What follows belongs to an exercise in optimizing a design on an open flow for small area; a production flow would make more cautious choices.
Function was checked by simulation only, so behaviour that the tests miss may differ from the original.

==> inputs of 08-19 <==
## ram64
module ram64
#(
    parameter int DATA_WIDTH = DATA_WIDTH_DEFAULT
) (
    input  logic                    clk,
    input  logic                    reset,
    input  logic                    load,
    input  logic [RAM64_ADDR_W-1:0] address,
    input  logic [DATA_WIDTH-1:0]   in,
    output logic [DATA_WIDTH-1:0]   out
);
==> module ram64, before the edit <==
module ram64
#(
    parameter int DATA_WIDTH = DATA_WIDTH_DEFAULT
) (
    input  logic                    clk,
    input  logic                    reset,
    input  logic                    load,
    input  logic [RAM64_ADDR_W-1:0] address,
    input  logic [DATA_WIDTH-1:0]   in,
    output logic [DATA_WIDTH-1:0]   out
);
    localparam int HI_W = RAM64_ADDR_W - RAM8_ADDR_W;
    logic [RAM8_DEPTH-1:0]  hi_dec;      
    logic [RAM8_DEPTH-1:0]  hi_ld;       
    logic [RAM8_DEPTH-1:0]  lo_dec;      
    logic [RAM64_DEPTH-1:0] word_we;
    logic [RAM64_DEPTH-1:0] word_sel;
    logic [RAM64_DEPTH-1:0] valid;
    logic [DATA_WIDTH-1:0]  word_q   [RAM64_DEPTH];
    logic [DATA_WIDTH-1:0]  word_nxt [RAM64_DEPTH];
    always_comb begin
        for (int i = 0; i < RAM8_DEPTH; i++) begin
            hi_dec[i] = (address[RAM64_ADDR_W-1:RAM8_ADDR_W] == HI_W'(i));
            lo_dec[i] = (address[RAM8_ADDR_W-1:0] == RAM8_ADDR_W'(i));
        end
    end
    assign hi_ld = load ? hi_dec : '0;
    generate
        for (genvar gi = 0; gi < RAM64_DEPTH; gi++) begin : g_word
            assign word_we[gi]  = hi_ld[gi / RAM8_DEPTH] & lo_dec[gi % RAM8_DEPTH];
            assign word_sel[gi] = hi_dec[gi / RAM8_DEPTH] & lo_dec[gi % RAM8_DEPTH] & valid[gi];
            for (genvar bi = 0; bi < DATA_WIDTH; bi++) begin : g_bit
                ram64_hold u_hold (
                    .we   (word_we[gi]),
                    .hold (~word_we[gi]),
                    .d    (in[bi]),
                    .q    (word_q[gi][bi]),
                    .nxt  (word_nxt[gi][bi])
                );
            end
            always_ff @(posedge clk) begin
                word_q[gi] <= word_nxt[gi];
            end
        end
    endgenerate
    always_ff @(posedge clk or posedge reset) begin
        if (reset) begin
            valid <= '0;
        end else begin
            valid <= valid | word_we;
        end
    end
    generate
        for (genvar bi = 0; bi < DATA_WIDTH; bi++) begin : g_rd
            logic [RAM64_DEPTH-1:0] d;
            for (genvar wi = 0; wi < RAM64_DEPTH; wi++) begin : g_d
                assign d[wi] = word_q[wi][bi];
            end
            ram64_rdbit u_rd (
                .sel (word_sel),
                .d   (d),
                .y   (out[bi])
            );
        end
    endgenerate
endmodule
clock: 7.0 ns
lec_check: 0
cap_margin: 5
core_margin: 2
core_utilization: 60
cts_buf_list: sky130_fd_sc_hd__clkbuf_8
cts_cluster_diameter: 50
cts_cluster_size: 16
setup_slack_margin: 0.2
slew_margin: 5
synth_hierarchical: 1
run.sh (not shown) runs the stock make flow with config.mk's settings and CLKGATE_MAP_FILE= SYNTH_SCRIPT=/design/flow/synth_recipe.tcl, a recipe that flattens the netlist after the stock synthesis.
==> 04-26: changes against 08-19 <==
CAP_MARGIN = 20   (was 5)
CORE_UTILIZATION = 40   (was 60)
CTS_BUF_LIST = sky130_fd_sc_hd__clkbuf_4 sky130_fd_sc_hd__clkbuf_8   (was sky130_fd_sc_hd__clkbuf_8)
CTS_CLUSTER_DIAMETER = unset   (was 50)
CTS_CLUSTER_SIZE = unset   (was 16)
SLEW_MARGIN = 20   (was 5)
==> 10-24: changes against 08-19 <==
--- a/flow/design.v
+++ b/flow/design.v
@@ -17,2 +17,8 @@
     assign nxt = (we & d) | (hold & q);
+endmodule
+module ram64_wen (
+    input  logic hold,
+    output logic we
+);
+    assign we = ~hold;
 endmodule
@@ -75,2 +81,3 @@
     logic [RAM8_DEPTH-1:0]  lo_dec;      
+    logic [RAM64_DEPTH-1:0] word_hold;
     logic [RAM64_DEPTH-1:0] word_we;
@@ -89,3 +96,7 @@
         for (genvar gi = 0; gi < RAM64_DEPTH; gi++) begin : g_word
-            assign word_we[gi]  = hi_ld[gi / RAM8_DEPTH] & lo_dec[gi % RAM8_DEPTH];
+            assign word_hold[gi] = ~(hi_ld[gi / RAM8_DEPTH] & lo_dec[gi % RAM8_DEPTH]);
+            ram64_wen u_wen (
+                .hold (word_hold[gi]),
+                .we   (word_we[gi])
+            );
             assign word_sel[gi] = hi_dec[gi / RAM8_DEPTH] & lo_dec[gi % RAM8_DEPTH] & valid[gi];
@@ -94,3 +105,3 @@
                     .we   (word_we[gi]),
-                    .hold (~word_we[gi]),
+                    .hold (word_hold[gi]),
                     .d    (in[bi]),
==> flow/flow/run.sh (new file) <==
#!/bin/bash
set -euo pipefail
bash standard.sh \
  "CTS_ARGS=-sink_clustering_enable -repair_clock_nets -dont_use_dummy_load -sink_clustering_size 24 -sink_clustering_max_diameter 90 -buf_list sky130_fd_sc_hd__clkbuf_16" \
  "BUFFER_PORTS_ARGS=-buffer_cell sky130_fd_sc_hd__buf_1" \
  finish > flow_make.log 2>&1
==> flow/standard.sh (new file) <==
#!/bin/bash
# synth_recipe.tcl (not shown) runs the flow's synth.tcl, then flattens the netlist and writes it again
# the make line also repeats each setting of config.mk as NAME=value (left out here)
make -C /OpenROAD-flow-scripts/flow DESIGN_CONFIG=/design/flow/config.mk WORK_HOME=/design/flow/orfs CLKGATE_MAP_FILE= SYNTH_SCRIPT=/design/flow/synth_recipe.tcl "${@:-finish}"
CAP_MARGIN = 10   (was 5)
CORE_UTILIZATION = 50   (was 60)
CTS_BUF_LIST = sky130_fd_sc_hd__clkbuf_16   (was sky130_fd_sc_hd__clkbuf_8)
CTS_CLUSTER_DIAMETER = 90   (was 50)
CTS_CLUSTER_SIZE = 24   (was 16)
SLEW_MARGIN = 10   (was 5)
removed: flow/run.sh
==> 07-05: changes against 08-19 <==
==> flow/flow/run.sh (new file) <==
#!/bin/bash
set -euo pipefail
bash standard.sh \
  "CTS_ARGS=-sink_clustering_enable -repair_clock_nets -dont_use_dummy_load -sink_clustering_size 30 -sink_clustering_max_diameter 60 -buf_list sky130_fd_sc_hd__clkbuf_16" \
  "BUFFER_PORTS_ARGS=-buffer_cell sky130_fd_sc_hd__buf_1" \
  finish > flow_make.log 2>&1
==> flow/standard.sh (new file) <==
#!/bin/bash
# synth_recipe.tcl (not shown) runs the flow's synth.tcl, then flattens the netlist and writes it again
# the make line also repeats each setting of config.mk as NAME=value (left out here)
make -C /OpenROAD-flow-scripts/flow DESIGN_CONFIG=/design/flow/config.mk WORK_HOME=/design/flow/orfs CLKGATE_MAP_FILE= SYNTH_SCRIPT=/design/flow/synth_recipe.tcl "${@:-finish}"
CAP_MARGIN = 10   (was 5)
CORE_UTILIZATION = 50   (was 60)
CTS_BUF_LIST = sky130_fd_sc_hd__clkbuf_16   (was sky130_fd_sc_hd__clkbuf_8)
CTS_CLUSTER_DIAMETER = 60   (was 50)
CTS_CLUSTER_SIZE = 30   (was 16)
SLEW_MARGIN = 10   (was 5)
removed: flow/run.sh
==> impl_metrics.tcl <==
set metrics [dict create \
    wl_met2_um 62510 \
    syn_inst 2942 \
    powerSeq_w 0.00760 \
    status "finished clean" \
    worstSkewPairLatency_ns 0.87 \
    cts_resized 7 \
    swShare_pct 24.86 \
    dp_hpwl_um 86240 \
    cp.depth 10 \
    worst_hold_startpoint "valid[41]" \
    r2r_setup_slack_ns 6.33 \
]
That was 04-26.
==> impl_metrics.tcl <==
set metrics [dict create \
    status "finished clean" \
    drtIter0Drc 5483 \
    worst_hold_startpoint "valid[20]" \
    powerSeq_w 0.00760 \
    swShare_pct 24.73 \
    pwr.group.combinational_w 0.00107 \
    dp_hpwl_um 82030 \
    grt_pass1_vias 28010 \
    grtUsageMet3_pct 7.403 \
    cts_resized 0 \
    cp.depth 9 \
    grt_first_pass_wirelength_um 195500 \
    syn_inst 2896 \
    port_buffers 40 \
    worstSkewPairLatency_ns 0.65 \
]
That was 10-24.
==> impl_metrics.tcl <==
set metrics [dict create \
    wl_met2_um 55860 \
    synth_compound_area_share_pct 34.65 \
    status "finished clean" \
    yosysTopAreaCellShare_pct 54.92 \
    worst_hold_startpoint "valid[17]" \
    swShare_pct 25.77 \
    syn_inst 2942 \
    critPathCapture "out[12]" \
    powerSeq_w 0.00758 \
    cp.depth 11 \
]
That was 08-19.
==> impl_metrics.tcl <==
set metrics [dict create \
    syn_inst 2942 \
    cts_resized 0 \
    r2r_setup_slack_ns 6.32 \
    worst_hold_startpoint "valid[31]" \
    p_leak_nw 17.05 \
    status "finished clean" \
    wl_met2_um 58010 \
    drc 0 \
    finalNetCount 3127 \
    powerSeq_w 0.00757 \
    max_clock_freq_mhz 150.4 \
    clkPwrFrac_pct 30.7 \
    worstSkewPairLatency_ns 0.62 \
]
That was 07-05.

## afterwards: timing with drivers on the ports
How much do the figures lean on ideal ports? The routed layouts below were timed once more, with nothing changed but the port constraints. Step 1 assumes that a clkbuf_16 drives the clock port and a buf_2 every other input. Step 2 also shifts input and output timing later by t, the mid clock arrival at the registers, as if the neighbouring blocks saw the same clock. Three values: no drivers, after step 1, after step 2; two values: the first two.
| run | shift t [ns] | setup WS [ns] | worst setup path after step 2 | worst data-port slew with drivers (ns) |
|---|---|---|---|---|
| 08-19 | 0.798 | 0.372 / 0.348 / 0.348 | input to output | 0.08 |
| 04-26 | 0.914 | 0.132 / 0.104 / 0.104 | input to output | 0.18 |
| 10-24 | 0.711 | 0.658 / 0.569 / 0.569 | input to output | 0.09 |
| 07-05 | 0.684 | 0.350 / 0.324 / 0.324 | input to output | 0.09 |
After both steps every run listed still meets setup and hold. The setup slack of 10-24, which loses most, moves by -0.089 ns with the drivers and by -0.089 ns with both steps.
